This is an optimization exercise on Yosys and OpenROAD, whose aim is a short achievable clock period and few clock cycles, not a production implementation. At most, simulation tests tie the RTL to the original design; equivalence was not proved. Only the layout flow was run in runs 1 and 4 to 6; the RTL was not checked for function there. Power and IR drop assume default switching activity.

[config.mk]
export PLATFORM = sky130hd
export DESIGN_NAME = yrow_delta_integrator
export DESIGN_NICKNAME = yrow_delta_integrator
export VERILOG_FILES = /design/flow/design.v
export SDC_FILE = /design/flow/constraint.sdc
export NUM_CORES = 4
export LEC_CHECK = 0
export CAP_MARGIN = 20
export CORE_MARGIN = 2
export CORE_UTILIZATION = 60
export SETUP_SLACK_MARGIN = 3.5
export SLEW_MARGIN = 20
export SYNTH_HIERARCHICAL = 1
export SYNTH_MINIMUM_KEEP_SIZE = 0
[constraint.sdc]
create_clock -name core_clock -period 6.0 [get_ports {clk}]
set_input_delay 1.2000 -clock core_clock [delete_from_list [all_inputs] [get_ports {clk}]]
set_output_delay 1.2000 -clock core_clock [all_outputs]
set_load 0.01 [all_outputs]
[design.v]
module yrow_delta_integrator #(
  parameter int DATA_W     = 24,
  parameter int ENTRIES    = 5,
  parameter int ADDR_W     = 16
) (
  input  logic                     clk,
  input  logic                     rst_n,
  input  logic                     chng_valid,
  output logic                     chng_ready,
  input  logic [ADDR_W-1:0]        chng_row,
  input  logic [ADDR_W-1:0]        chng_col,
  input  logic [DATA_W-1:0]        chng_real,
  input  logic [DATA_W-1:0]        chng_img,
  input  logic                     filt_EN,
  output logic                     op_rd_req,
  output logic [ADDR_W-1:0]        op_y_row,
  input  logic [ENTRIES*2*DATA_W-1:0] ymem_data,
  input  logic                     yMemDataReady,
  output logic                     op_wr_en,
  output logic [ENTRIES*2*DATA_W-1:0] op_wr_data,
  output logic [2*DATA_W-1:0]      op_yVal1,
  output logic [2*DATA_W-1:0]      op_yVal2,
  output logic                     op_EX_EN,
  input  logic                     exModDone,
  output logic                     op_Done,
  output logic                     op_colErr
);
  localparam int ENT_W = 2 * DATA_W;
  localparam int ROW_W = ENTRIES * ENT_W;
  logic               held_q, chng_ready_q, op_rd_req_q, op_ex_en_q, ex_wait_q;
  logic               op_done_q, op_col_err_q;
  logic [ADDR_W-1:0]  op_y_row_q;
  logic [ENTRIES-1:0] cur_sel_q;
  logic [DATA_W-1:0]  cur_re_q, cur_im_q;
  logic [ENTRIES-1:0] in_sel_s;
  logic               in_good_s, take_s, push_s, free_s, start_s, held_d, rd_d;
  always_comb begin
    for (int k = 0; k < ENTRIES; k++) in_sel_s[k] = (chng_col == ADDR_W'(k));
  end
  assign in_good_s = |in_sel_s;
  assign take_s    = chng_valid & chng_ready_q;
  assign push_s    = take_s & in_good_s;
  assign free_s    = ~(op_rd_req_q | op_ex_en_q | ex_wait_q) | (ex_wait_q & exModDone);
  assign start_s   = free_s & filt_EN & held_q;
  assign held_d    = (held_q & ~start_s) | push_s;
  assign rd_d      = start_s | (op_rd_req_q & ~yMemDataReady);
  always_ff @(posedge clk or negedge rst_n) begin
    if (!rst_n) begin
      held_q       <= 1'b0;
      chng_ready_q <= 1'b0;
      op_rd_req_q  <= 1'b0;
      op_ex_en_q   <= 1'b0;
      ex_wait_q    <= 1'b0;
      op_done_q    <= 1'b0;
      op_col_err_q <= 1'b0;
    end else begin
      held_q       <= held_d;
      chng_ready_q <= ~held_d & ~rd_d;
      op_rd_req_q  <= rd_d;
      op_ex_en_q   <= op_rd_req_q & yMemDataReady;
      ex_wait_q    <= op_ex_en_q | (ex_wait_q & ~exModDone);
      op_done_q    <= ~held_q & ~op_rd_req_q & ~op_ex_en_q & ~(ex_wait_q & ~exModDone);
      op_col_err_q <= op_col_err_q | (take_s & ~in_good_s);
    end
  end
  always_ff @(posedge clk) begin
    if (chng_ready_q) begin
      op_y_row_q <= chng_row;
      cur_sel_q  <= in_sel_s;
      cur_re_q   <= chng_real;
      cur_im_q   <= chng_img;
    end
  end
  logic [ROW_W-1:0] upd_s, new_row_s;
  logic [ENT_W-1:0] old_ent_s, new_ent_s;
  logic [ROW_W-1:0] op_wr_data_q;
  logic [ENT_W-1:0] op_yval1_q, op_yval2_q;
  for (genvar k = 0; k < ENTRIES; k++) begin : g_ent
    yrow_sat_add #(.W(DATA_W)) u_re (
      .a(ymem_data[k*ENT_W + DATA_W +: DATA_W]), .b(cur_re_q),
      .y(upd_s[k*ENT_W + DATA_W +: DATA_W]));
    yrow_sat_add #(.W(DATA_W)) u_im (
      .a(ymem_data[k*ENT_W +: DATA_W]), .b(cur_im_q),
      .y(upd_s[k*ENT_W +: DATA_W]));
    for (genvar i = 0; i < ENT_W; i++) begin : g_bit
      yrow_mux2 u_wr (.s(cur_sel_q[k]), .a0(ymem_data[k*ENT_W + i]), .a1(upd_s[k*ENT_W + i]),
                      .y(new_row_s[k*ENT_W + i]));
    end
  end
  for (genvar i = 0; i < ENT_W; i++) begin : g_sel
    logic [ENTRIES-1:0] old_v, new_v;
    for (genvar k = 0; k < ENTRIES; k++) begin : g_k
      assign old_v[k] = ymem_data[k*ENT_W + i];
      assign new_v[k] = upd_s[k*ENT_W + i];
    end
    yrow_andor #(.N(ENTRIES)) u_old (.s(cur_sel_q), .v(old_v), .y(old_ent_s[i]));
    yrow_andor #(.N(ENTRIES)) u_new (.s(cur_sel_q), .v(new_v), .y(new_ent_s[i]));
  end
  always_ff @(posedge clk) begin
    op_wr_data_q <= new_row_s;
    op_yval1_q   <= old_ent_s;
    op_yval2_q   <= new_ent_s;
  end
  assign chng_ready = chng_ready_q;
  assign op_rd_req  = op_rd_req_q;
  assign op_y_row   = op_y_row_q;
  assign op_wr_en   = op_ex_en_q;
  assign op_wr_data = op_wr_data_q;
  assign op_yVal1   = op_yval1_q;
  assign op_yVal2   = op_yval2_q;
  assign op_EX_EN   = op_ex_en_q;
  assign op_Done    = op_done_q;
  assign op_colErr  = op_col_err_q;
endmodule
module yrow_sat_add #(
  parameter int W = 24
) (
  input  logic [W-1:0] a,
  input  logic [W-1:0] b,
  output logic [W-1:0] y
);
  localparam int LV = $clog2(W - 1);
  logic [W-1:0] gp [LV+1];
  logic [W-1:0] tp [LV+1];
  logic [W-1:0] x, c, s;
  logic         top_hi, top_lo;
  for (genvar i = 0; i < W; i++) begin : g_l0
    yrow_nand2 u_g (.a(a[i]), .b(b[i]), .y(gp[0][i]));
    yrow_nor2  u_t (.a(a[i]), .b(b[i]), .y(tp[0][i]));
    yrow_xor2  u_x (.a(a[i]), .b(b[i]), .y(x[i]));
  end
  for (genvar l = 1; l <= LV; l++) begin : g_lv
    localparam int D = 1 << (l - 1);
    for (genvar i = 0; i < W; i++) begin : g_b
      if (i < D) begin : g_pass
        yrow_inv u_g (.a(gp[l-1][i]), .y(gp[l][i]));
        assign tp[l][i] = 1'b0;
      end else if ((l % 2) == 1) begin : g_odd
        yrow_oai21 u_g (.a1(tp[l-1][i]), .a2(gp[l-1][i-D]), .b1(gp[l-1][i]), .y(gp[l][i]));
        if (i >= 2 * D) begin : g_t
          yrow_nor2 u_t (.a(tp[l-1][i]), .b(tp[l-1][i-D]), .y(tp[l][i]));
        end else begin : g_nt
          assign tp[l][i] = 1'b0;
        end
      end else begin : g_even
        yrow_aoi21 u_g (.a1(tp[l-1][i]), .a2(gp[l-1][i-D]), .b1(gp[l-1][i]), .y(gp[l][i]));
        if (i >= 2 * D) begin : g_t
          yrow_nand2 u_t (.a(tp[l-1][i]), .b(tp[l-1][i-D]), .y(tp[l][i]));
        end else begin : g_nt
          assign tp[l][i] = 1'b1;
        end
      end
    end
  end
  assign c[0] = 1'b0;
  for (genvar i = 1; i < W; i++) begin : g_c
    if ((LV % 2) == 1) begin : g_t
      assign c[i] = gp[LV][i-1];
    end else begin : g_n
      yrow_inv u_c (.a(gp[LV][i-1]), .y(c[i]));
    end
  end
  assign s[0] = x[0];
  for (genvar i = 1; i < W; i++) begin : g_s
    yrow_xor2 u_s (.a(x[i]), .b(c[i]), .y(s[i]));
  end
  yrow_nor2 u_hi (.a(a[W-1]), .b(b[W-1]), .y(top_hi));
  yrow_and2 u_lo (.a(a[W-1]), .b(b[W-1]), .y(top_lo));
  for (genvar i = 0; i < W - 1; i++) begin : g_y
    yrow_satbit u_y (.s(s[i]), .c(c[W-1]), .hi(top_hi), .lo(top_lo), .y(y[i]));
  end
  yrow_satsign u_sign (.a(a[W-1]), .b(b[W-1]), .c(c[W-1]), .y(y[W-1]));
endmodule
module yrow_inv   (input logic a, output logic y);            assign y = ~a;        endmodule
module yrow_nand2 (input logic a, b, output logic y);         assign y = ~(a & b);  endmodule
module yrow_nor2  (input logic a, b, output logic y);         assign y = ~(a | b);  endmodule
module yrow_and2  (input logic a, b, output logic y);         assign y = a & b;     endmodule
module yrow_xor2  (input logic a, b, output logic y);         assign y = a ^ b;     endmodule
module yrow_oai21 (input logic a1, a2, b1, output logic y);   assign y = ~((a1 | a2) & b1); endmodule
module yrow_aoi21 (input logic a1, a2, b1, output logic y);   assign y = ~((a1 & a2) | b1); endmodule
module yrow_mux2  (input logic s, a0, a1, output logic y);    assign y = s ? a1 : a0; endmodule
module yrow_satbit (input logic s, c, hi, lo, output logic y);
  assign y = c ? (s | hi) : (s & ~lo);
endmodule
module yrow_satsign (input logic a, b, c, output logic y);
  assign y = b ? (a | ~c) : (a & ~c);
endmodule
module yrow_andor #(parameter int N = 5) (input logic [N-1:0] s, v, output logic y);
  assign y = |(s & v);
endmodule
[run.sh]
#!/bin/bash
# synth_recipe.tcl (not shown) runs the flow's synth.tcl, then flattens the netlist and writes it again
# the make line also repeats each setting of config.mk as NAME=value (left out here)
make -C /OpenROAD-flow-scripts/flow DESIGN_CONFIG=/design/flow/config.mk WORK_HOME=/design/flow/orfs CLKGATE_MAP_FILE= SYNTH_SCRIPT=/design/flow/synth_recipe.tcl finish
==> notes.md, run 1 <==
post-synth top area cell sky130_fd_sc_hd__dfxtp_1; die span in x 238 um; Num CTS Buffers 44; Starting Density 60.9%; first-pass GRT wire length 372000 um; total gr overflow 432; Detail Placement HPWL between 100000 and 150000 um; xor and xnor fraction of the mapped netlist area 12.0%; number of H-tree levels 2; num rows 85; cell area after synthesis 32900 um^2; status stopped before the end; pin count of the biggest net entering global routing 145; Seq cells post-synth 412; master cell of the clock root buffer sky130_fd_sc_hd__clkbuf_16; Final GP Congestion about 1.1; First Err [ERROR GRT-0116] Global routing finished with congestion. Check the congestion regions in the DRC Viewer.; most used flip-flop cell after synthesis sky130_fd_sc_hd__dfxtp_1; clock sink count 412; Avg Cell Area, Syn 7.53 um^2; floorplan die height 238 um; CTS Hold Buffers Added 0; adder and majority cell fraction of the synthesized area 0.342%; library cells used by synthesis 29; via count of the first global-routing pass 53600; synthesized net count 4696; complex-gate fraction of the synthesized area 29.1%; Worst Setup Slack post-DPL 1270 ps; Stopped at global routing (5_1_grt); Post-synth EDFFs 69; portion of the post-synthesis area used by sequential elements 27.3%; synthesized-area fraction occupied by and/or/nand/nor cells 14.0%; share of synthesized flip-flops with an asynchronous set or reset 1.70%; # placed instances approximately 5800; Area after DPL 41200 um^2; multiplexer area fraction after synthesis 10.9%; Port-buffer cells 683; I/O pin total 684; Synth top area share approximately a fifth; maximum root-to-sink buffer count 3; synth top area cells sky130_fd_sc_hd__dfxtp_1 20%, sky130_fd_sc_hd__xor2_1 12%, sky130_fd_sc_hd__mux2_4 11%; main combinational cell family by area after synthesis compound AO/OA/AOI/OAI gates; total number of yosys warnings 11; Synth Instances 4370; combined global-route utilization of all metal layers roughly 86%
## modules after synthesis, one instance, submodules excluded, excerpt
module	cells inside	flip-flops and latches	times used	cell area, um^2
yrow_delta_integrator	442	412	1	9180
yrow_mux2	1	0	240	15.0
yrow_satsign	2	0	10	15.0
yrow_satbit	3	0	230	13.8
yrow_aoi21	1	0	360	8.76
yrow_xor2	1	0	450	8.76
yrow_and2	1	0	10	6.26
yrow_oai21	1	0	480	5.00
yrow_inv	1	0	310	3.75
yrow_nand2	1	0	490	3.75
yrow_nor2	1	0	590	3.75
## power groups by stage
stage	logic [mW]	registers [mW]	clock network, mW
floorplan	1.99	3.11	0
global placement	3.22	3.08	0
detailed placement	3.31	3.09	0
CTS	4.44	2.96	3.06
## cells in the mapped netlist, types with 3 or more instances
cell type and instances:
sky130_fd_sc_hd__inv_1 554, sky130_fd_sc_hd__nor3_1 3, sky130_fd_sc_hd__maj3_2 10, sky130_fd_sc_hd__o21ai_1 480
sky130_fd_sc_hd__and2_1 12, sky130_fd_sc_hd__mux2_4 240, sky130_fd_sc_hd__a22oi_1 96, sky130_fd_sc_hd__dfxtp_1 336
sky130_fd_sc_hd__nand2_1 588, sky130_fd_sc_hd__dfrtp_1 7, sky130_fd_sc_hd__a222oi_1 96, sky130_fd_sc_hd__edfxtp_1 69
sky130_fd_sc_hd__nor2_1 591, sky130_fd_sc_hd__a21oi_2 360, sky130_fd_sc_hd__xor2_1 450, sky130_fd_sc_hd__a21oi_1 461
## repair_timing
item | 4_1_cts
setup endpoints to repair | 656
gates resized for setup | 2976
cloned | 24
buffers inserted | 322
pin swaps | 329
## routing by layer
metal / GRT overflow / GRT usage (%)
met1: 18 / 85.7
met4: 202 / 82.4
met2: 199 / 97.3
met3: 12 / 79.5
met5: 1 / 59.7
## worst max-delay path by stage
stage / end / slack (ps) / cells after the start / from
3_5_place_dp: op_yval2_q[23] / 1270 / 12 / ymem_data[9]
4_1_cts: op_yval2_q[15] / 2920 / 5 / ymem_data[215]
2_1_floorplan: op_wr_data_q[192] / 2100 / 1 / cur_sel_q[4]
3_3_place_gp: op_yval2_q[23] / 1320 / 12 / ymem_data[9]
## kinds of logic after synthesis
group,Yosys count
XOR/XNOR,450
buffers and inverters,555
multiplexers,240
flip-flops,412
adder cells (fa/ha/maj),10
AO/OA/AOI/OAI,1500
AND/OR/NAND/NOR,1203
==> run 2, diff against run 1 <==
--- a/design.v
+++ b/design.v
@@ -76,5 +76,7 @@
   logic [ROW_W-1:0] op_wr_data_q;
   logic [ENT_W-1:0] op_yval1_q, op_yval2_q;
+  logic [ENTRIES-1:0] cur_nsel_s;
   for (genvar k = 0; k < ENTRIES; k++) begin : g_ent
+    yrow_inv u_nsel (.a(cur_sel_q[k]), .y(cur_nsel_s[k]));
     yrow_sat_add #(.W(DATA_W)) u_re (
       .a(ymem_data[k*ENT_W + DATA_W +: DATA_W]), .b(cur_re_q),
@@ -84,6 +86,8 @@
       .y(upd_s[k*ENT_W +: DATA_W]));
     for (genvar i = 0; i < ENT_W; i++) begin : g_bit
-      yrow_mux2 u_wr (.s(cur_sel_q[k]), .a0(ymem_data[k*ENT_W + i]), .a1(upd_s[k*ENT_W + i]),
-                      .y(new_row_s[k*ENT_W + i]));
+      logic keep_n, upd_n;
+      yrow_nand2 u_keep (.a(cur_nsel_s[k]), .b(ymem_data[k*ENT_W + i]), .y(keep_n));
+      yrow_nand2 u_upd  (.a(cur_sel_q[k]), .b(upd_s[k*ENT_W + i]), .y(upd_n));
+      yrow_nand2 u_wr   (.a(keep_n), .b(upd_n), .y(new_row_s[k*ENT_W + i]));
     end
   end
@@ -94,6 +98,6 @@
       assign new_v[k] = upd_s[k*ENT_W + i];
     end
-    yrow_andor #(.N(ENTRIES)) u_old (.s(cur_sel_q), .v(old_v), .y(old_ent_s[i]));
-    yrow_andor #(.N(ENTRIES)) u_new (.s(cur_sel_q), .v(new_v), .y(new_ent_s[i]));
+    yrow_sel #(.N(ENTRIES)) u_old (.s(cur_sel_q), .v(old_v), .y(old_ent_s[i]));
+    yrow_sel #(.N(ENTRIES)) u_new (.s(cur_sel_q), .v(new_v), .y(new_ent_s[i]));
   end
   always_ff @(posedge clk) begin
@@ -124,5 +128,5 @@
   logic [W-1:0] tp [LV+1];
   logic [W-1:0] x, c, s;
-  logic         top_hi, top_lo;
+  logic         top_hi, top_lo_n;
   for (genvar i = 0; i < W; i++) begin : g_l0
     yrow_nand2 u_g (.a(a[i]), .b(b[i]), .y(gp[0][i]));
@@ -165,10 +169,13 @@
     yrow_xor2 u_s (.a(x[i]), .b(c[i]), .y(s[i]));
   end
-  yrow_nor2 u_hi (.a(a[W-1]), .b(b[W-1]), .y(top_hi));
-  yrow_and2 u_lo (.a(a[W-1]), .b(b[W-1]), .y(top_lo));
+  yrow_nor2  u_hi (.a(a[W-1]), .b(b[W-1]), .y(top_hi));
+  yrow_nand2 u_lo (.a(a[W-1]), .b(b[W-1]), .y(top_lo_n));
   for (genvar i = 0; i < W - 1; i++) begin : g_y
-    yrow_satbit u_y (.s(s[i]), .c(c[W-1]), .hi(top_hi), .lo(top_lo), .y(y[i]));
-  end
-  yrow_satsign u_sign (.a(a[W-1]), .b(b[W-1]), .c(c[W-1]), .y(y[W-1]));
+    logic c1_n, c0_n;
+    yrow_nor2  u_c1 (.a(s[i]), .b(top_hi), .y(c1_n));
+    yrow_nand2 u_c0 (.a(s[i]), .b(top_lo_n), .y(c0_n));
+    yrow_mux2i u_y  (.s(c[W-1]), .a1(c1_n), .a0(c0_n), .y(y[i]));
+  end
+  yrow_mux2i u_sign (.s(c[W-1]), .a1(top_lo_n), .a0(top_hi), .y(y[W-1]));
 endmodule
 module yrow_inv   (input logic a, output logic y);            assign y = ~a;        endmodule
@@ -179,12 +186,16 @@
 module yrow_oai21 (input logic a1, a2, b1, output logic y);   assign y = ~((a1 | a2) & b1); endmodule
 module yrow_aoi21 (input logic a1, a2, b1, output logic y);   assign y = ~((a1 & a2) | b1); endmodule
-module yrow_mux2  (input logic s, a0, a1, output logic y);    assign y = s ? a1 : a0; endmodule
-module yrow_satbit (input logic s, c, hi, lo, output logic y);
-  assign y = c ? (s | hi) : (s & ~lo);
+module yrow_nand3 (input logic a, b, c, output logic y);      assign y = ~(a & b & c); endmodule
+module yrow_aoi22 (input logic a1, a2, b1, b2, output logic y); assign y = ~((a1 & a2) | (b1 & b2)); endmodule
+module yrow_mux2i (input logic s, a0, a1, output logic y);    assign y = ~(s ? a1 : a0); endmodule
+module yrow_sel #(parameter int N = 5) (input logic [N-1:0] s, v, output logic y);
+  if (N == 5) begin : g_5
+    logic p01_n, p23_n, p4_n;
+    yrow_aoi22 u_p01 (.a1(s[0]), .a2(v[0]), .b1(s[1]), .b2(v[1]), .y(p01_n));
+    yrow_aoi22 u_p23 (.a1(s[2]), .a2(v[2]), .b1(s[3]), .b2(v[3]), .y(p23_n));
+    yrow_nand2 u_p4  (.a(s[4]), .b(v[4]), .y(p4_n));
+    yrow_nand3 u_y   (.a(p01_n), .b(p23_n), .c(p4_n), .y(y));
+  end else begin : g_n
+    assign y = |(s & v);
+  end
 endmodule
-module yrow_satsign (input logic a, b, c, output logic y);
-  assign y = b ? (a | ~c) : (a & ~c);
-endmodule
-module yrow_andor #(parameter int N = 5) (input logic [N-1:0] s, v, output logic y);
-  assign y = |(s & v);
-endmodule
==> run 2 against run 1 <==
The flow again stops in global routing (5_1_grt); synthesized cell count up 13%; area after synthesis is 3.4% higher.
==> notes.md, run 2 <==
status stopped before the end; ranking of synthesized cells by instance count 1548 x sky130_fd_sc_hd__nand2_1, 821 x sky130_fd_sc_hd__nor2_1, 480 x sky130_fd_sc_hd__o21ai_1; I/O pin total 684 (unchanged); total gr overflow 187; post-synth top area cell sky130_fd_sc_hd__dfxtp_1; share of synthesized flip-flops with an asynchronous set or reset 1.70% (unchanged); Detail Placement HPWL 124000 um (+2.2%); Synth top area share 19.8% (-0.66 points); synth top area cells sky130_fd_sc_hd__dfxtp_1 20%, sky130_fd_sc_hd__nand2_1 17%, sky130_fd_sc_hd__xor2_1 12%; floorplan die height 242 um (+1.6%); die span in x 242 um (+1.6%); via count of the first global-routing pass 53600; num rows 87 (+2.4%); Starting Density 60.5% (-0.47 points); cell area after synthesis 34000 um^2 (+3.4%); number of H-tree levels 2 (unchanged); Avg Cell Area, Syn 6.89 um^2 (-8.6%); Final GP Congestion 1.11 (+0.48%); synthesized net count 5267 (+12%); Synth Instances 4941 (+13%); Seq cells post-synth 412 (unchanged); portion of the post-synthesis area used by sequential elements 26.4% (-0.89 points); First Err [ERROR GRT-0116] Global routing finished with congestion. Check the congestion regions in the DRC Viewer.; Post-synth EDFFs 69 (unchanged); clock sink count 412 (unchanged); leading cell type by number of instances after synthesis sky130_fd_sc_hd__nand2_1; first-pass GRT wire length ~360000 um; master cell of the clock root buffer sky130_fd_sc_hd__clkbuf_16; maximum root-to-sink buffer count 3 (unchanged); most used flip-flop cell after synthesis sky130_fd_sc_hd__dfxtp_1; Stopped at global routing (5_1_grt); pin count of the biggest net entering global routing 146; combined global-route utilization of all metal layers 81.4%; Num CTS Buffers 45 (+2.3%); # placed instances 6445 (+11%); total number of yosys warnings 12 (+1); Port-buffer cells 683 (unchanged); library cells used by synthesis 27 (-6.9%)
run 2: cell count changes after synthesis, sizes merged:
cell	change
a22oi	+96
mux2	-240
nand3	+96
inv	-235
a21oi	-460
nand2	+960
maj3	-10
a222oi	-96
and2	-10
nor2	+230
mux2i	+240
run 2: kinds of logic after synthesis:
| logic type | share of synthesized area, % |
|---|---|
| buf+inv | 3.54 |
| xor+xnor | 11.6 |
| simple gates | 27.9 |
| compound gates | 23.6 |
| flops | 26.4 |
| mux | 7.06 |
run 2: worst min-delay path by stage:
stage | end | start | slack, ps
after floorplan | op_done_q | held_q | 450
after global placement | op_done_q | held_q | 480
after detailed placement | op_done_q | held_q | 490
after CTS | op_done_q | held_q | 530
run 2: power groups by stage:
stage,combinational [mW],clock (mW),sequential (mW)
after floorplan,2.22,0,3.11
after global placement,3.44,0,3.08
after detailed placement,3.52,0,3.08
after CTS,4.64,2.94,2.97
run 2: per-module statistics from Yosys (local to each module, per instance), a selection:
module                 flip-flops and latches  copies in the design  cells inside
yrow_nand2                                  0                  1546             1
yrow_delta_integrator                     412                     1           442
yrow_nor2                                   0                   820             1
yrow_oai21                                  0                   480             1
yrow_mux2i                                  0                   240             1
yrow_xor2                                   0                   450             1
yrow_aoi22                                  0                   192             1
yrow_aoi21                                  0                   360             1
yrow_inv                                    0                   315             1
yrow_nand3                                  0                    96             1
run 2: layer usage:
layer,overflow,GRT usage (%)
met4,91,77.8
met5,0,49.4
met2,87,95.2
met1,6,80.6
met3,3,71.1
run 2: per-stage QoR:
stage	hold slack [ps]	TNS, ps	instance area [um^2]	power (mW)	worst slack [ps]
2_1_floorplan	454	-9130	34000	5.34	-95.1
3_3_place_gp	483	0	42400	6.51	1450
3_5_place_dp	487	0	42400	6.60	1410
4_1_cts	531	0	50000	10.6	3360
run 2: repair_timing:
item	4_1_cts
gates cloned	11
setup buffers	207
gates resized for setup	2883
setup endpoints to repair	647
pin swaps	332
hold buffers	0
Testbench counts of run 2, summed over its fixed seeds: cycles 18,625.
==> run 3, diff against run 2 <==
--- a/config.mk
+++ b/config.mk
@@ -8,5 +8,5 @@
 export CAP_MARGIN = 20
 export CORE_MARGIN = 2
-export CORE_UTILIZATION = 60
+export CORE_UTILIZATION = 40
 export SETUP_SLACK_MARGIN = 3.5
 export SLEW_MARGIN = 20
==> run 3 against run 2 <==
The run now finishes clean; area after synthesis did not move; synthesized cell count did not move.
==> notes.md, run 3 <==
status complete, no violations; Critical Path Fanout Max 6; total chip power 11.8 mW; clock sink count 412 (unchanged); Seq cells post-synth 412 (unchanged); slowest library cell on the worst path sky130_fd_sc_hd__a22oi_2; synthesized net count 5267 (unchanged); most frequent cells in the layout 1374 x sky130_fd_sc_hd__nand2_1, 397 x sky130_fd_sc_hd__xor2_1, 350 x sky130_fd_sc_hd__buf_4; number of H-tree levels 2 (unchanged); largest registers ranked by flip-flop count op_wr_data_q: 240 flops, op_yval1_q: 48 flops, op_yval2_q: 48 flops; post-synth top area cell sky130_fd_sc_hd__dfxtp_1; portion of the post-synthesis area used by sequential elements 26.4% (unchanged); Peak Freq approximately 360 MHz; Num CTS Buffers 51 (+13%); Crit Path Class input port to flip-flop; initial antenna violation count 19; register with the most flip-flops op_wr_data_q; routed wire length 184000 um; Final GP Congestion 0.992 (-10%); Critical Path Source Type input port; total number of yosys warnings 12 (unchanged); Worst path top cell family by delay compound AO/OA/AOI/OAI gates; synthesis-to-finish area growth 64.0%; final critical-path share of the clock period 46.6%; fraction of power spent switching nets about two fifths; share of synthesized flip-flops with an asynchronous set or reset 1.70% (unchanged); floorplan die height 296 um (+22%); clock latency on the worst-skew pair approximately 640 ps; ranking of synthesized cells by instance count 1548 x sky130_fd_sc_hd__nand2_1, 821 x sky130_fd_sc_hd__nor2_1, 480 x sky130_fd_sc_hd__o21ai_1; sequential power share between 20% and 30%; Core Region 84000 um^2; I/O pin total 684 (unchanged); required time at the worst-slack endpoint 6490 ps; nature of the critical path endpoint flip-flop; Critical R2R Capture op_yval2_q[21]; Filler Cell Count 7214; first-pass GRT wire length 252000 um; synth top area cells sky130_fd_sc_hd__dfxtp_1 20%, sky130_fd_sc_hd__nand2_1 17%, sky130_fd_sc_hd__xor2_1 12%; endpoints failing hold 0; Via Count roughly 42000; max-cap violations 0; net switching power 4.73 mW; post-route minimum period around 2800 ps; critical path, cell by cell clkbuf_4 -> nor2_4 -> nor2_2 -> a21oi_2 -> o21ai_2 -> inv_1 -> o21ai_4 -> buf_6 -> buf_12 -> mux2i_2 -> a22oi_2 -> nand3_1; transition time of the tightest slew-check pin 1270 ps; data arrival time of the critical path 3280 ps; relative contribution of the clock network to total power ~27%; RSZ-0062 raised after global routing yes; ratio of total power to cell area 211 nW/um^2; most common cell after layout, fill and taps aside sky130_fd_sc_hd__nand2_1; end of the worst hold path op_done_q; cell area after synthesis 34000 um^2 (unchanged); worst-case vdd ir drop approximately 0.23 mV; CTS Hold Buffers Added 0 (unchanged); via count of the first global-routing pass 38400; Starting DRT DRC Count 3884; final setup violating endpoints 0; most used flip-flop cell after synthesis sky130_fd_sc_hd__dfxtp_1; Synth top area share 19.8% (unchanged); post-route DRC violation count 0; max reg flops 240; count of cells along the worst register-to-register path 13; worst rel slew slack ~15%; DRT Pass-1 Iters 7; cell-internal power 7.05 mW; master cell of the clock root buffer sky130_fd_sc_hd__clkbuf_16; die area ~87000 um^2; Avg Cell Area, Syn 6.89 um^2 (unchanged); fraction of final layout cells sized beyond drive strength 1 43.4%; combined global-route utilization of all metal layers 38.9%; clock tree from TritonCTS done; clock edge transition at the registers on the reported setup and hold paths 60 ps; kind of path behind the tightest hold check flip-flop to flip-flop; Starting Density 40.5% (-20 points); die span in x 296 um (+22%); relative contribution of combinational cells to total power 47.6%; buffers and inverters on the worst path 4; num rows 106 (+22%); Hold Startpoint held_q; leakage power figure 24.1 nW; count of nets left with antenna violations after detail routing 0; Post-synth EDFFs 69 (unchanged); Slowest Stage Delay on Critical Path 530 ps; stages on the worst setup path 12; final routed wire length divided by cell count 25.1 um; RR Startpoint cur_im_q[14]; Final Instance Count excl. Fillers ~7300; maximum clock skew at final layout approximately 25 ps; pin count of the biggest net entering global routing 146; number of pins with negative max-slew slack in the final report 0; leading cell type by number of instances after synthesis sky130_fd_sc_hd__nand2_1; library cells used by synthesis 27 (unchanged); smallest hold slack 502 ps; Port-buffer cells 683 (unchanged); share of the core filled with cells 66.5%; worst hold path depth 1; Detail Placement HPWL 133000 um (+7.0%); register-to-register setup slack about 3200 ps; maximum root-to-sink buffer count 3 (unchanged); final layout net count between 6000 and 7000; # placed instances 6809 (+5.6%); total gr overflow 0; Synth Instances 4941 (unchanged); via-per-instance ratio 5.67
-- run 3: worst max-delay path by stage --
stage,from,end,slack [ps]
2_1_floorplan,cur_sel_q[3],op_wr_data_q[144],-100
3_3_place_gp,ymem_data[30],op_yval2_q[37],1350
3_5_place_dp,ymem_data[30],op_yval2_q[37],1360
6_report,ymem_data[5],op_yval2_q[21],3200
5_1_grt,ymem_data[53],op_yval2_q[19],3190
4_1_cts,ymem_data[5],op_yval2_q[20],3390
-- run 3: worst reg2reg max path, stage by stage (launching register included) --
cell and delay [ps]:
sky130_fd_sc_hd__edfxtp_1 420, sky130_fd_sc_hd__buf_12 170, sky130_fd_sc_hd__buf_6 130, sky130_fd_sc_hd__nor2_4 170, sky130_fd_sc_hd__nor2_2 80, sky130_fd_sc_hd__a21oi_2 160
sky130_fd_sc_hd__o21ai_2 90, sky130_fd_sc_hd__a21oi_2 180, sky130_fd_sc_hd__o21ai_4 90, sky130_fd_sc_hd__buf_6 130, sky130_fd_sc_hd__buf_12 130, sky130_fd_sc_hd__mux2i_2 170
sky130_fd_sc_hd__a22oi_2 530, sky130_fd_sc_hd__nand3_1 150
-- run 3: Yosys stat by module (local to each module, per instance), a selection --
module / flip-flops and latches / cells / area (um^2) / copies in the design
yrow_xor2: 0 / 1 / 8.76 / 450
yrow_inv: 0 / 1 / 3.75 / 315
yrow_nand2: 0 / 1 / 3.75 / 1546
yrow_nor2: 0 / 1 / 3.75 / 820
yrow_mux2i: 0 / 1 / 10.0 / 240
yrow_aoi21: 0 / 1 / 8.76 / 360
yrow_delta_integrator: 412 / 442 / 9180 / 1
yrow_oai21: 0 / 1 / 5.00 / 480
yrow_nand3: 0 / 1 / 5.00 / 96
yrow_aoi22: 0 / 1 / 12.5 / 192
-- run 3: per-stage QoR --
step / setup TNS (ps) / setup WS (ps) / instance area, um^2
after floorplan: -9130 / -95.1 / 34000
after global placement: 0 / 1350 / 42800
after detailed placement: 0 / 1360 / 42800
after CTS: 0 / 3390 / 50400
after global routing: 0 / 3190 / 55800
final: 0 / 3200 / 55800
-- run 3: final cells by class --
type | instances | area (um^2) | share of cell area (%)
clock inverters | 25 | 263 | 0.471
well taps | 1134 | 1420 | 2.54
repair buffers | 1154 | 11000 | 19.8
inverters | 319 | 1210 | 2.16
diodes | 10 | 25.0 | 0.0448
clock buffers | 69 | 1420 | 2.55
multi-input cells | 4210 | 31400 | 56.3
flip-flops and latches | 412 | 9010 | 16.1
-- run 3: logic make-up after synthesis --
family | count (synthesis) | synth area share (%)
simple gates | 2479 | 27.9
compound gates | 1040 | 23.6
xor+xnor | 450 | 11.6
flops | 412 | 26.4
buf+inv | 320 | 3.54
mux | 240 | 7.06
-- run 3: timing repair --
action                     in CTS  in global routing
setup endpoints to repair     646                294
hold endpoints to repair        0                  0
pin swaps                     310                440
setup buffers                 266                137
cloned                         12                  5
gates resized for setup      2755               1075
-- run 3: power groups by stage --
stage / clock (mW) / combinational, mW / sequential [mW]
after floorplan: 0 / 2.22 / 3.11
after global placement: 0 / 3.54 / 3.11
after detailed placement: 0 / 3.55 / 3.12
after CTS: 3.23 / 4.62 / 2.97
after global routing: 3.33 / 5.89 / 2.98
final: 3.20 / 5.61 / 2.97
-- run 3: layer usage --
metal / routed length [um] / GRT usage [%]
met2: 81100 / 60.6
met5: 57 / 0
met3: 20400 / 9.44
met1: 75100 / 53.1
met4: 7420 / 11.9
==> run 4, diff against run 3 <==
--- a/design.v
+++ b/design.v
@@ -42,6 +42,6 @@
   assign push_s    = take_s & in_good_s;
   assign free_s    = ~(op_rd_req_q | op_ex_en_q | ex_wait_q) | (ex_wait_q & exModDone);
-  assign start_s   = free_s & filt_EN & held_q;
-  assign held_d    = (held_q & ~start_s) | push_s;
+  assign start_s   = free_s & filt_EN & (held_q | push_s);
+  assign held_d    = (held_q | push_s) & ~start_s;
   assign rd_d      = start_s | (op_rd_req_q & ~yMemDataReady);
   always_ff @(posedge clk or negedge rst_n) begin
@@ -77,28 +77,31 @@
   logic [ENT_W-1:0] op_yval1_q, op_yval2_q;
   logic [ENTRIES-1:0] cur_nsel_s;
+  logic [ROW_W-1:0]   upd_n_s;
   for (genvar k = 0; k < ENTRIES; k++) begin : g_ent
     yrow_inv u_nsel (.a(cur_sel_q[k]), .y(cur_nsel_s[k]));
     yrow_sat_add #(.W(DATA_W)) u_re (
       .a(ymem_data[k*ENT_W + DATA_W +: DATA_W]), .b(cur_re_q),
-      .y(upd_s[k*ENT_W + DATA_W +: DATA_W]));
+      .y(upd_s[k*ENT_W + DATA_W +: DATA_W]), .y_n(upd_n_s[k*ENT_W + DATA_W +: DATA_W]));
     yrow_sat_add #(.W(DATA_W)) u_im (
       .a(ymem_data[k*ENT_W +: DATA_W]), .b(cur_im_q),
-      .y(upd_s[k*ENT_W +: DATA_W]));
+      .y(upd_s[k*ENT_W +: DATA_W]), .y_n(upd_n_s[k*ENT_W +: DATA_W]));
     for (genvar i = 0; i < ENT_W; i++) begin : g_bit
-      logic keep_n, upd_n;
+      logic keep_n;
       yrow_nand2 u_keep (.a(cur_nsel_s[k]), .b(ymem_data[k*ENT_W + i]), .y(keep_n));
-      yrow_nand2 u_upd  (.a(cur_sel_q[k]), .b(upd_s[k*ENT_W + i]), .y(upd_n));
-      yrow_nand2 u_wr   (.a(keep_n), .b(upd_n), .y(new_row_s[k*ENT_W + i]));
+      yrow_oai21 u_wr   (.a1(cur_nsel_s[k]), .a2(upd_n_s[k*ENT_W + i]), .b1(keep_n),
+                         .y(new_row_s[k*ENT_W + i]));
     end
   end
   for (genvar i = 0; i < ENT_W; i++) begin : g_sel
-    logic [ENTRIES-1:0] old_v, new_v;
+    logic [ENTRIES-1:0] old_v;
     for (genvar k = 0; k < ENTRIES; k++) begin : g_k
       assign old_v[k] = ymem_data[k*ENT_W + i];
-      assign new_v[k] = upd_s[k*ENT_W + i];
     end
     yrow_sel #(.N(ENTRIES)) u_old (.s(cur_sel_q), .v(old_v), .y(old_ent_s[i]));
-    yrow_sel #(.N(ENTRIES)) u_new (.s(cur_sel_q), .v(new_v), .y(new_ent_s[i]));
-  end
+  end
+  yrow_sat_add #(.W(DATA_W)) u_new_re (
+    .a(old_ent_s[DATA_W +: DATA_W]), .b(cur_re_q), .y(new_ent_s[DATA_W +: DATA_W]), .y_n());
+  yrow_sat_add #(.W(DATA_W)) u_new_im (
+    .a(old_ent_s[0 +: DATA_W]), .b(cur_im_q), .y(new_ent_s[0 +: DATA_W]), .y_n());
   always_ff @(posedge clk) begin
     op_wr_data_q <= new_row_s;
@@ -118,9 +121,11 @@
 endmodule
 module yrow_sat_add #(
-  parameter int W = 24
+  parameter int W  = 24,
+  parameter int NC = 4
 ) (
   input  logic [W-1:0] a,
   input  logic [W-1:0] b,
-  output logic [W-1:0] y
+  output logic [W-1:0] y,
+  output logic [W-1:0] y_n
 );
   localparam int LV = $clog2(W - 1);
@@ -128,5 +133,5 @@
   logic [W-1:0] tp [LV+1];
   logic [W-1:0] x, c, s;
-  logic         top_hi, top_lo_n;
+  logic         top_hi, top_lo_n, top_hi_n, top_lo;
   for (genvar i = 0; i < W; i++) begin : g_l0
     yrow_nand2 u_g (.a(a[i]), .b(b[i]), .y(gp[0][i]));
@@ -169,13 +174,30 @@
     yrow_xor2 u_s (.a(x[i]), .b(c[i]), .y(s[i]));
   end
-  yrow_nor2  u_hi (.a(a[W-1]), .b(b[W-1]), .y(top_hi));
-  yrow_nand2 u_lo (.a(a[W-1]), .b(b[W-1]), .y(top_lo_n));
+  localparam int DL = 1 << (LV - 1);
+  logic [NC-1:0] cs;
+  for (genvar j = 0; j < NC; j++) begin : g_cs
+    if ((LV % 2) == 1) begin : g_odd
+      yrow_oai21 u_g (.a1(tp[LV-1][W-2]), .a2(gp[LV-1][W-2-DL]), .b1(gp[LV-1][W-2]), .y(cs[j]));
+    end else begin : g_even
+      logic cs_n;
+      yrow_aoi21 u_g (.a1(tp[LV-1][W-2]), .a2(gp[LV-1][W-2-DL]), .b1(gp[LV-1][W-2]), .y(cs_n));
+      yrow_inv   u_i (.a(cs_n), .y(cs[j]));
+    end
+  end
+  yrow_nor2  u_hi  (.a(a[W-1]), .b(b[W-1]), .y(top_hi));
+  yrow_nand2 u_lo  (.a(a[W-1]), .b(b[W-1]), .y(top_lo_n));
+  yrow_inv   u_hip (.a(top_hi), .y(top_hi_n));
+  yrow_inv   u_lop (.a(top_lo_n), .y(top_lo));
   for (genvar i = 0; i < W - 1; i++) begin : g_y
-    logic c1_n, c0_n;
-    yrow_nor2  u_c1 (.a(s[i]), .b(top_hi), .y(c1_n));
-    yrow_nand2 u_c0 (.a(s[i]), .b(top_lo_n), .y(c0_n));
-    yrow_mux2i u_y  (.s(c[W-1]), .a1(c1_n), .a0(c0_n), .y(y[i]));
-  end
-  yrow_mux2i u_sign (.s(c[W-1]), .a1(top_lo_n), .a0(top_hi), .y(y[W-1]));
+    logic c1_n, c0_n, c1, c0;
+    yrow_nor2  u_c1  (.a(s[i]), .b(top_hi), .y(c1_n));
+    yrow_nand2 u_c0  (.a(s[i]), .b(top_lo_n), .y(c0_n));
+    yrow_inv   u_c1p (.a(c1_n), .y(c1));
+    yrow_inv   u_c0p (.a(c0_n), .y(c0));
+    yrow_mux2i u_y   (.s(cs[i * NC / (W - 1)]), .a1(c1_n), .a0(c0_n), .y(y[i]));
+    yrow_mux2i u_yn  (.s(cs[i * NC / (W - 1)]), .a1(c1), .a0(c0), .y(y_n[i]));
+  end
+  yrow_mux2i u_sign   (.s(cs[NC-1]), .a1(top_lo_n), .a0(top_hi), .y(y[W-1]));
+  yrow_mux2i u_sign_n (.s(cs[NC-1]), .a1(top_lo), .a0(top_hi_n), .y(y_n[W-1]));
 endmodule
 module yrow_inv   (input logic a, output logic y);            assign y = ~a;        endmodule
--- a/config.mk
+++ b/config.mk
@@ -9,5 +9,5 @@
 export CORE_MARGIN = 2
 export CORE_UTILIZATION = 40
-export SETUP_SLACK_MARGIN = 3.5
+export SETUP_SLACK_MARGIN = 4.0
 export SLEW_MARGIN = 20
 export SYNTH_HIERARCHICAL = 1
==> run 4 against run 3 <==
Setup slack got worse by 21 ps; power fell by 0.98%; cell count rose by 12%; combinational power fell by 5.2%; register-to-register slack got worse by 50 ps; die area rose by 10%; clock power rose by 3%; sequential share of layout area fell by 0.91 points; clock skew rose by 9.4 ps; critical path type is now flip-flop to flip-flop; critical endpoint is now op_yval2_q[33]; largest power group unchanged.
==> notes.md, run 4 <==
via-per-instance ratio 5.48 (-3.3%); maximum root-to-sink buffer count 3 (unchanged); Core Region 93200 um^2 (+11%); total gr overflow 0 (unchanged); Max Used Layer met5; worst-case vdd ir drop 0.202 mV (-12%); total number of yosys warnings 12 (unchanged); max reg flops 240 (unchanged); die area 96500 um^2 (+10%); Via Count 45000 (+8.4%); kind of path behind the tightest hold check flip-flop to flip-flop; synthesized net count 6031 (+15%); number of H-tree levels 2 (unchanged); Final GP Congestion 1.00 (+1.2%); Num CTS Buffers 50 (-2.0%); total non-filler cell area in the finished layout 61500 um^2 (+10%); clock edge transition at the registers on the reported setup and hold paths 60 ps (about the same); met1 routed wirelength after detailed routing 80400 um (+7.1%); routed wire length 197000 um (+7.2%); master cell of the clock root buffer sky130_fd_sc_hd__clkbuf_16; register with the most flip-flops op_wr_data_q; sum of met3 wire segment lengths after detailed routing 18300 um (-10%); final layout net count 7232 (+12%); final routed wire length divided by cell count 24.0 um (-4.3%); Synth Instances 5705 (+15%); combined area of the multi-input logic cells 34100 um^2 (+8.6%); Port-buffer cells 683 (unchanged); leakage power figure 28.8 nW (+19%); Crit Path Class flip-flop to flip-flop; cell area after synthesis 37600 um^2 (+10%); status complete, no violations; fraction of final layout cells sized beyond drive strength 1 48.8% (+5.4 points); ratio of total power to cell area 190 nW/um^2 (-10%); Critical Path Source Type flip-flop; Peak Freq 355 MHz (-0.76%); final critical-path share of the clock period 47.0% (+0.36 points); I/O pin total 684 (unchanged); largest registers ranked by flip-flop count op_wr_data_q: 240 flops, op_yval1_q: 48 flops, op_yval2_q: 48 flops; data arrival time of the critical path 3340 ps (+60 ps); most frequent cells in the layout 964 x sky130_fd_sc_hd__nand2_1, 773 x sky130_fd_sc_hd__inv_1, 483 x sky130_fd_sc_hd__xor2_1; RSZ-0062 raised after global routing yes; clock sink count 412 (unchanged); pin count of the biggest net entering global routing 50 (-66%); most common cell after layout, fill and taps aside sky130_fd_sc_hd__nand2_1; Avg Cell Area, Syn 6.59 um^2 (-4.3%); Filler Cell Count 8155 (+13%); Starting Density 40.3% (-0.19 points); post-route minimum period 2820 ps (+21.4 ps); Starting DRT DRC Count 4105 (+5.7%); maximum clock skew at final layout 34.5 ps (+9.35 ps); DRT Pass-1 Iters 7 (unchanged); number of pins with negative max-slew slack in the final report 0 (unchanged); worst rel slew slack 44.3% (+29 points); nature of the critical path endpoint flip-flop; smallest hold slack 459 ps (-42.4 ps); combined global-route utilization of all metal layers 38.3% (-0.67 points); sum of negative setup slack 0 ps (unchanged); post-route DRC violation count 0 (unchanged); num rows 112 (+5.7%); max-cap violations 0 (unchanged); clock tree from TritonCTS done; count of nets left with antenna violations after detail routing 0 (unchanged); floorplan die height 311 um (+5.0%); final setup violating endpoints 0 (unchanged); via count of the first global-routing pass 42800 (+11%); initial antenna violation count 19 (unchanged); first-pass GRT wire length 278000 um (+10%); Critical Path Fanout Max 16 (+10); synthesis-to-finish area growth 63.5%; die span in x 311 um (+5.0%); transition time of the tightest slew-check pin 835 ps (-434 ps); Area after DPL 47800 um^2 (+12%); clock latency on the worst-skew pair 680 ps (+40 ps); endpoints failing hold 0 (unchanged); Detail Placement HPWL 143000 um (+7.4%); required time at the worst-slack endpoint 6530 ps (+40 ps); wire length on met2 88600 um (+9.2%); Storage cell area 9360 um^2 (+3.9%)
==> run 4: per-layer routing <==
| layer | vias to the layer above | global-route usage [%] |
|---|---|---|
| met5 | - | 0 |
| met2 | 2216 | 60.6 |
| met1 | 21400 | 50.1 |
| met4 | 8 | 17.5 |
| met3 | 518 | 7.65 |
| li1 | 20900 | - |
==> run 4: final cells by class <==
| cell class | instances | share of cell area [%] |
|---|---|---|
| Clock inverter | 25 | 0.566 |
| Clock buffer | 69 | 2.25 |
| Multi-Input combinational cell | 4433 | 55.5 |
| Timing Repair Buffer | 1150 | 18.5 |
| Inverter | 859 | 5.36 |
| Antenna cell | 13 | 0.0529 |
| Tap cell | 1254 | 2.55 |
| Sequential cell | 412 | 15.2 |
==> run 4: critical path, cell delays in order (launching register included) <==
cell and delay (ps):
sky130_fd_sc_hd__edfxtp_1 400, sky130_fd_sc_hd__buf_6 160, sky130_fd_sc_hd__buf_8 170, sky130_fd_sc_hd__a22oi_2 440, sky130_fd_sc_hd__nand3_4 210, sky130_fd_sc_hd__nor2_4 260, sky130_fd_sc_hd__o21ai_4 90, sky130_fd_sc_hd__a21oi_2 210
sky130_fd_sc_hd__o21ai_2 110, sky130_fd_sc_hd__a21oi_2 170, sky130_fd_sc_hd__inv_2 60, sky130_fd_sc_hd__xor2_2 190, sky130_fd_sc_hd__nor2_1 120, sky130_fd_sc_hd__mux2i_1 80
==> run 4: stage by stage <==
| step | total power [mW] | cells | util (%) | worst slack (ps) |
|---|---|---|---|---|
| 3_5_place_dp | 7.00 | 7716 | 51.3 | 1810 |
| 4_1_cts | 11.1 | 8108 | 61.7 | 3320 |
| 6_report | 11.7 | 8215 | 66.0 | 3180 |
| 3_3_place_gp | 6.97 | 7716 | 51.3 | 1800 |
| 2_1_floorplan | 5.59 | 5705 | - | 2290 |
| 5_1_grt | 12.2 | 8213 | 66.0 | 3160 |
==> run 4: worst paths after layout <==
check / start / endpoint / slack, ps / cells past startpoint
setup / recovery: cur_sel_q[1] / op_yval2_q[33] / 3180 / 13
hold / removal: held_q / op_done_q / 460 / 1
setup reg to reg: cur_sel_q[1] / op_yval2_q[33] / 3180 / 13
hold reg to reg: held_q / op_done_q / 460 / 1
max in group asynchronous: rst_n / chng_ready_q / 4910 / 1
min in group asynchronous: rst_n / op_col_err_q / 800 / 1
==> run 4: report_power, final <==
group	total [mW]	switching, mW	internal (mW)
Sequential	3.03	0.0862	2.95
Combinational	5.32	3.19	2.13
Clock	3.31	1.39	1.93
==> run 4: timing repair <==
item,in CTS,in global routing
setup buffers,293,92
pin swaps,695,474
resized for setup,4710,776
endpoints found under the setup margin,678,652
gates cloned,5,2
hold buffers,0,0
==> run 5, diff against run 4 <==
--- a/design.v
+++ b/design.v
@@ -72,25 +72,10 @@
     end
   end
-  logic [ROW_W-1:0] upd_s, new_row_s;
+  logic [ROW_W-1:0] new_row_s;
   logic [ENT_W-1:0] old_ent_s, new_ent_s;
   logic [ROW_W-1:0] op_wr_data_q;
   logic [ENT_W-1:0] op_yval1_q, op_yval2_q;
   logic [ENTRIES-1:0] cur_nsel_s;
-  logic [ROW_W-1:0]   upd_n_s;
-  for (genvar k = 0; k < ENTRIES; k++) begin : g_ent
-    yrow_inv u_nsel (.a(cur_sel_q[k]), .y(cur_nsel_s[k]));
-    yrow_sat_add #(.W(DATA_W)) u_re (
-      .a(ymem_data[k*ENT_W + DATA_W +: DATA_W]), .b(cur_re_q),
-      .y(upd_s[k*ENT_W + DATA_W +: DATA_W]), .y_n(upd_n_s[k*ENT_W + DATA_W +: DATA_W]));
-    yrow_sat_add #(.W(DATA_W)) u_im (
-      .a(ymem_data[k*ENT_W +: DATA_W]), .b(cur_im_q),
-      .y(upd_s[k*ENT_W +: DATA_W]), .y_n(upd_n_s[k*ENT_W +: DATA_W]));
-    for (genvar i = 0; i < ENT_W; i++) begin : g_bit
-      logic keep_n;
-      yrow_nand2 u_keep (.a(cur_nsel_s[k]), .b(ymem_data[k*ENT_W + i]), .y(keep_n));
-      yrow_oai21 u_wr   (.a1(cur_nsel_s[k]), .a2(upd_n_s[k*ENT_W + i]), .b1(keep_n),
-                         .y(new_row_s[k*ENT_W + i]));
-    end
-  end
+  logic [ENT_W-1:0]   new_ent_n_s;
   for (genvar i = 0; i < ENT_W; i++) begin : g_sel
     logic [ENTRIES-1:0] old_v;
@@ -101,7 +86,18 @@
   end
   yrow_sat_add #(.W(DATA_W)) u_new_re (
-    .a(old_ent_s[DATA_W +: DATA_W]), .b(cur_re_q), .y(new_ent_s[DATA_W +: DATA_W]), .y_n());
+    .a(old_ent_s[DATA_W +: DATA_W]), .b(cur_re_q),
+    .y(new_ent_s[DATA_W +: DATA_W]), .y_n(new_ent_n_s[DATA_W +: DATA_W]));
   yrow_sat_add #(.W(DATA_W)) u_new_im (
-    .a(old_ent_s[0 +: DATA_W]), .b(cur_im_q), .y(new_ent_s[0 +: DATA_W]), .y_n());
+    .a(old_ent_s[0 +: DATA_W]), .b(cur_im_q),
+    .y(new_ent_s[0 +: DATA_W]), .y_n(new_ent_n_s[0 +: DATA_W]));
+  for (genvar k = 0; k < ENTRIES; k++) begin : g_ent
+    yrow_inv u_nsel (.a(cur_sel_q[k]), .y(cur_nsel_s[k]));
+    for (genvar i = 0; i < ENT_W; i++) begin : g_bit
+      logic keep_n;
+      yrow_nand2 u_keep (.a(cur_nsel_s[k]), .b(ymem_data[k*ENT_W + i]), .y(keep_n));
+      yrow_oai21 u_wr   (.a1(cur_nsel_s[k]), .a2(new_ent_n_s[i]), .b1(keep_n),
+                         .y(new_row_s[k*ENT_W + i]));
+    end
+  end
   always_ff @(posedge clk) begin
     op_wr_data_q <= new_row_s;
==> run 5 against run 4 <==
Sequential cell count unchanged; clock skew down 14 ps; non-clock buffer count down 270; critical path depth unchanged; wire length down 59%; count of clock-buffer cells in the layout up 5; largest power group is now registers.
==> notes.md, run 5 <==
complex-gate fraction of the synthesized area 20.6%; via-per-instance ratio 5.18 (-5.5%); Final Instance Count excl. Fillers 3537 (-57%); Critical R2R Capture op_wr_data_q[191]; status complete, no violations; Synth Instances 1949 (-66%); Post-synth EDFFs 69; Crit Path Class input port to flip-flop; leakage power figure 14.2 nW (-51%); synthesis-to-finish area growth 81.0%; Peak Freq 330 MHz (-7.0%); multiplexer area fraction after synthesis between 5 and 6%; maximum root-to-sink buffer count 3 (unchanged); master cell of the clock root buffer sky130_fd_sc_hd__clkbuf_16; number of H-tree levels 2 (unchanged); post-route minimum period 3030 ps (+213 ps); data arrival time of the critical path 3450 ps (+110 ps); sum of negative setup slack 0 ps (unchanged); nature of the critical path endpoint flip-flop; final setup violating endpoints 0 (unchanged); Synth top area share approximately two fifths; max reg flops 240 (unchanged); Final GP Congestion 0.927 (-7.8%); count of nets left with antenna violations after detail routing 0 (unchanged); share of synthesized flip-flops with an asynchronous set or reset 1.70%; synthesized net count 2275 (-62%); adder and majority cell fraction of the synthesized area 0%; count of cells along the worst register-to-register path 13 (unchanged); total number of yosys warnings 12 (unchanged); most frequent cells in the layout 345 x sky130_fd_sc_hd__nand2_1, 298 x sky130_fd_sc_hd__buf_6, 227 x sky130_fd_sc_hd__dfxtp_2; required time at the worst-slack endpoint 6410 ps (-120 ps); portion of the post-synthesis area used by sequential elements 51.0%; Filler Cell Count 3222 (-60%); routed wire length 81700 um (-59%); transition time of the tightest slew-check pin 927 ps (+92.3 ps); Hold Startpoint held_q; total non-filler cell area in the finished layout 31900 um^2 (-48%); smallest hold slack 434 ps (-25.4 ps); RR Startpoint cur_sel_q[2]; max-cap violations 0 (unchanged); die area 45700 um^2 (-53%); Avg Cell Area, Syn 9.03 um^2 (+37%); Via Count 18300 (-59%); ratio of total power to cell area 214 nW/um^2 (+13%); leading cell type by number of instances after synthesis sky130_fd_sc_hd__nand2_1; clock edge transition at the registers on the reported setup and hold paths 60 ps (about the same); Starting DRT DRC Count 1215 (-70%); post-synth top area cell sky130_fd_sc_hd__dfxtp_1; most used flip-flop cell after synthesis sky130_fd_sc_hd__dfxtp_1; via count of the first global-routing pass 18100 (-58%); Starting Density 40.7% (+0.35 points); RSZ-0062 raised after global routing yes; cell area after synthesis 17600 um^2 (-53%); worst-case vdd ir drop 0.274 mV (+36%); synthesized-area fraction occupied by and/or/nand/nor cells 15.0%; Num CTS Buffers 46 (-8.0%); first element of the critical path ymem_data[128]; clock latency on the worst-skew pair 590 ps (-90 ps); Critical Path Fanout Max 6 (-10); synth top area cells sky130_fd_sc_hd__dfxtp_1 38%, sky130_fd_sc_hd__edfxtp_1 12%, sky130_fd_sc_hd__o21ai_1 9.7%; worst rel slew slack 38.2% (-6.2 points); combined global-route utilization of all metal layers 33.4% (-4.9 points); first-pass GRT wire length 113000 um (-59%); num rows 76 (-32%); register with the most flip-flops op_wr_data_q; final routed wire length divided by cell count 23.1 um (-3.9%); initial antenna violation count 39 (+20); kind of path behind the tightest hold check flip-flop to flip-flop; I/O pin total 684 (unchanged); pin count of the biggest net entering global routing 97 (+94%); final layout net count 3205 (-56%); total gr overflow 0 (unchanged); floorplan die height 214 um (-31%); CP endpoint op_wr_data_q[191]; Port-buffer cells 683 (unchanged); endpoints failing hold 0 (unchanged); number of pins with negative max-slew slack in the final report 0 (unchanged); register-to-register setup slack 2990 ps (-190 ps); Core Region 43300 um^2 (-54%); Detail Placement HPWL 56200 um (-61%); most common cell after layout, fill and taps aside sky130_fd_sc_hd__nand2_1; maximum clock skew at final layout 20.2 ps (-14.3 ps); clock tree from TritonCTS done; fraction of final layout cells sized beyond drive strength 1 54.1% (+5.3 points); clock sink count 412 (unchanged); largest registers ranked by flip-flop count op_wr_data_q: 240 flops, op_yval1_q: 48 flops, op_yval2_q: 48 flops; DRT Pass-1 Iters 7 (unchanged); post-route DRC violation count 0 (unchanged); final critical-path share of the clock period 50.5% (+3.6 points); Area after DPL 26300 um^2 (-45%); CTS Hold Buffers Added 0 (unchanged); ranking of synthesized cells by instance count 435 x sky130_fd_sc_hd__nand2_1, 342 x sky130_fd_sc_hd__o21ai_1, 336 x sky130_fd_sc_hd__dfxtp_1; main combinational cell family by area after synthesis compound AO/OA/AOI/OAI gates; die span in x 214 um (-31%); xor and xnor fraction of the mapped netlist area 4.48%; Critical Path Source Type input port; # placed instances 3229 (-58%); Seq cells post-synth 412; library cells used by synthesis 32
[run 5: cell type report]
type / count / area [um^2] / area share, %
repair buffers: 880 / 8170 / 25.6
well taps: 585 / 732 / 2.30
clock inverters: 10 / 83.8 / 0.263
diodes: 37 / 92.6 / 0.291
inverters: 165 / 649 / 2.04
multi-input cells: 1374 / 11400 / 35.8
clock buffers: 74 / 1450 / 4.56
flip-flops and latches: 412 / 9280 / 29.1
[run 5: how the worst min path moves through the flow]
| stage | to | slack (ps) | depth (start not counted) |
|---|---|---|---|
| 4_1_cts | op_done_q | 430 | 1 |
| 6_report | op_done_q | 430 | 1 |
| 5_1_grt | op_done_q | 460 | 1 |
| 3_3_place_gp | op_done_q | 430 | 1 |
| 2_1_floorplan | op_done_q | 410 | 1 |
| 3_5_place_dp | op_done_q | 420 | 1 |
[run 5: Yosys stat by module, one instance, submodules excluded, excerpt]
module,flip-flops and latches,times used,area [um^2]
yrow_aoi22,0,96,12.5
yrow_nand2,0,434,3.75
yrow_oai21,0,342,5.00
yrow_xor2,0,90,8.76
yrow_inv,0,163,3.75
yrow_aoi21,0,72,8.76
yrow_nand3,0,48,5.00
yrow_nor2,0,164,3.75
yrow_delta_integrator,412,1,9220
yrow_mux2i,0,96,10.0
[run 5: power breakdown]
| part | switching [mW] | total [mW] | leakage (nW) | internal, mW |
|---|---|---|---|---|
| sequential | 0.0784 | 3.03 | 3.66 | 2.95 |
| combinational | 0.441 | 0.890 | 9.80 | 0.449 |
| clock | 1.18 | 2.88 | 0.757 | 1.70 |
| total | 1.70 | 6.81 | 14.2 | 5.11 |
[run 5: kinds of logic (layout without fill, tap and decap cells)]
group / after synthesis / count (layout)
AO/OA/AOI/OAI: 520 / 522
multiplexers: 96 / 96
XOR/XNOR: 90 / 90
other: 0 / 37
flip-flops: 412 / 412
buffers and inverters: 166 / 1129
AND/OR/NAND/NOR: 665 / 666
[run 5: critical path, stage by stage]
cell and delay [ps]:
sky130_fd_sc_hd__buf_6 90, sky130_fd_sc_hd__a22oi_2 300, sky130_fd_sc_hd__nand3_4 170, sky130_fd_sc_hd__nor2_4 250, sky130_fd_sc_hd__o21ai_4 110, sky130_fd_sc_hd__a21oi_4 190
sky130_fd_sc_hd__o21ai_4 90, sky130_fd_sc_hd__a21oi_4 230, sky130_fd_sc_hd__buf_12 160, sky130_fd_sc_hd__o21ai_4 60, sky130_fd_sc_hd__buf_12 150, sky130_fd_sc_hd__mux2i_4 280
sky130_fd_sc_hd__o21ai_1 120
[run 5: layer usage]
metal,wire length (um),track usage [%],up-vias
met5,27,0,-
met4,3380,18.3,4
met3,7360,9.74,168
met2,39700,55.3,788
met1,31300,38.9,8796
li1,-,-,8563
[run 5: stage by stage]
stage	setup slack [ps]	util, %	total power [mW]
final	2970	73.6	6.81
after global routing	2880	73.6	7.01
after CTS	3080	69.8	6.74
after detailed placement	1870	60.7	3.90
after global placement	1930	60.6	3.89
after floorplan	2290	-	3.33
[run 5: timing repair]
action                      CTS  global route
setup endpoints to repair   651           653
cloned                        4             4
buffers inserted            122            57
pin swaps                   358           231
resized for setup          2742           332
==> run 6, diff against run 5 <==
--- a/config.mk
+++ b/config.mk
@@ -8,5 +8,5 @@
 export CAP_MARGIN = 20
 export CORE_MARGIN = 2
-export CORE_UTILIZATION = 40
+export CORE_UTILIZATION = 55
 export SETUP_SLACK_MARGIN = 4.0
 export SLEW_MARGIN = 20
==> run 6 against run 5 <==
The run now fails in I/O pin placement (3_2_place_iop); area after synthesis unchanged; synthesized cell count did not move.
==> notes.md, run 6 <==
post-synth top area cell sky130_fd_sc_hd__dfxtp_1; status stopped before the end; total number of yosys warnings 12 (unchanged); Synth Instances 1949 (unchanged); synthesized net count 2275 (unchanged); floorplan die height 183 um (-14%); Synth top area share 38.2% (unchanged); num rows 65 (-14%); Seq cells post-synth 412 (unchanged); portion of the post-synthesis area used by sequential elements 51.0% (unchanged); die span in x 183 um (-14%); First Err [ERROR PPL-0024] Number of IO pins (684) exceeds maximum number of available positions (656). Increase the die perimeter from 731.66um to 930.24um.; ranking of synthesized cells by instance count 435 x sky130_fd_sc_hd__nand2_1, 342 x sky130_fd_sc_hd__o21ai_1, 336 x sky130_fd_sc_hd__dfxtp_1; Starting Density 55.8% (+15 points); synth top area cells sky130_fd_sc_hd__dfxtp_1 38%, sky130_fd_sc_hd__edfxtp_1 12%, sky130_fd_sc_hd__o21ai_1 9.7%; most used flip-flop cell after synthesis sky130_fd_sc_hd__dfxtp_1; Post-synth EDFFs 69 (unchanged); leading cell type by number of instances after synthesis sky130_fd_sc_hd__nand2_1; library cells used by synthesis 32 (unchanged); Avg Cell Area, Syn 9.03 um^2 (unchanged); share of synthesized flip-flops with an asynchronous set or reset 1.70% (unchanged); cell area after synthesis 17600 um^2 (unchanged); Stopped at I/O pin placement (3_2_place_iop)
-- run 6: cell counts after synthesis --
No cell type changed its count.
-- run 6: logic make-up after synthesis --
group,synth area share [%]
AND/OR/NAND/NOR,15.0
AO/OA/AOI/OAI,20.6
flip-flops,51.0
buffers and inverters,3.56
multiplexers,5.46
XOR/XNOR,4.48
-- run 6: modules after synthesis (local to each module, per instance), a selection --
module / area, um^2 / cells inside / copies in the design / flip-flops and latches
yrow_aoi21: 8.76 / 1 / 72 / 0
yrow_aoi22: 12.5 / 1 / 96 / 0
yrow_delta_integrator: 9220 / 444 / 1 / 412
yrow_inv: 3.75 / 1 / 163 / 0
yrow_mux2i: 10.0 / 1 / 96 / 0
yrow_nand2: 3.75 / 1 / 434 / 0
yrow_nand3: 5.00 / 1 / 48 / 0
yrow_nor2: 3.75 / 1 / 164 / 0
yrow_oai21: 5.00 / 1 / 342 / 0
yrow_xor2: 8.76 / 1 / 90 / 0

## static timing again, ports no longer ideal
No port has a modelled driver above. Below, the same layouts with a new extraction and two added sets of constraints. Step 1 assumes that a clkbuf_16 drives the clock port and a buf_2 every other input. Step 2 adds t to the input delays and takes it off the output delays; t is the mean of the earliest and latest rising clock arrival at the registers after step 1. Input paths then give back, and output paths get back, about the clock's delay inside the block. a / b / c = ideal ports / drivers / drivers and shift; a / b = the first two.
run	t (ns)	slack for setup (ns)	latest minus earliest clock arrival (ns)	worst slew at a driven data input, ns
run 3	0.699	3.203 / 3.178 / 2.480	0.041 / 0.041	0.14
run 4	0.736	3.182 / 3.182 / 2.506	0.036 / 0.036	0.16
run 5	0.635	2.969 / 2.988 / 2.353	0.020 / 0.020	0.13
After both steps every run listed still meets setup and hold. For run 3, which loses most, drivers alone change the setup slack by -0.025 ns; drivers and shift together by -0.723 ns.
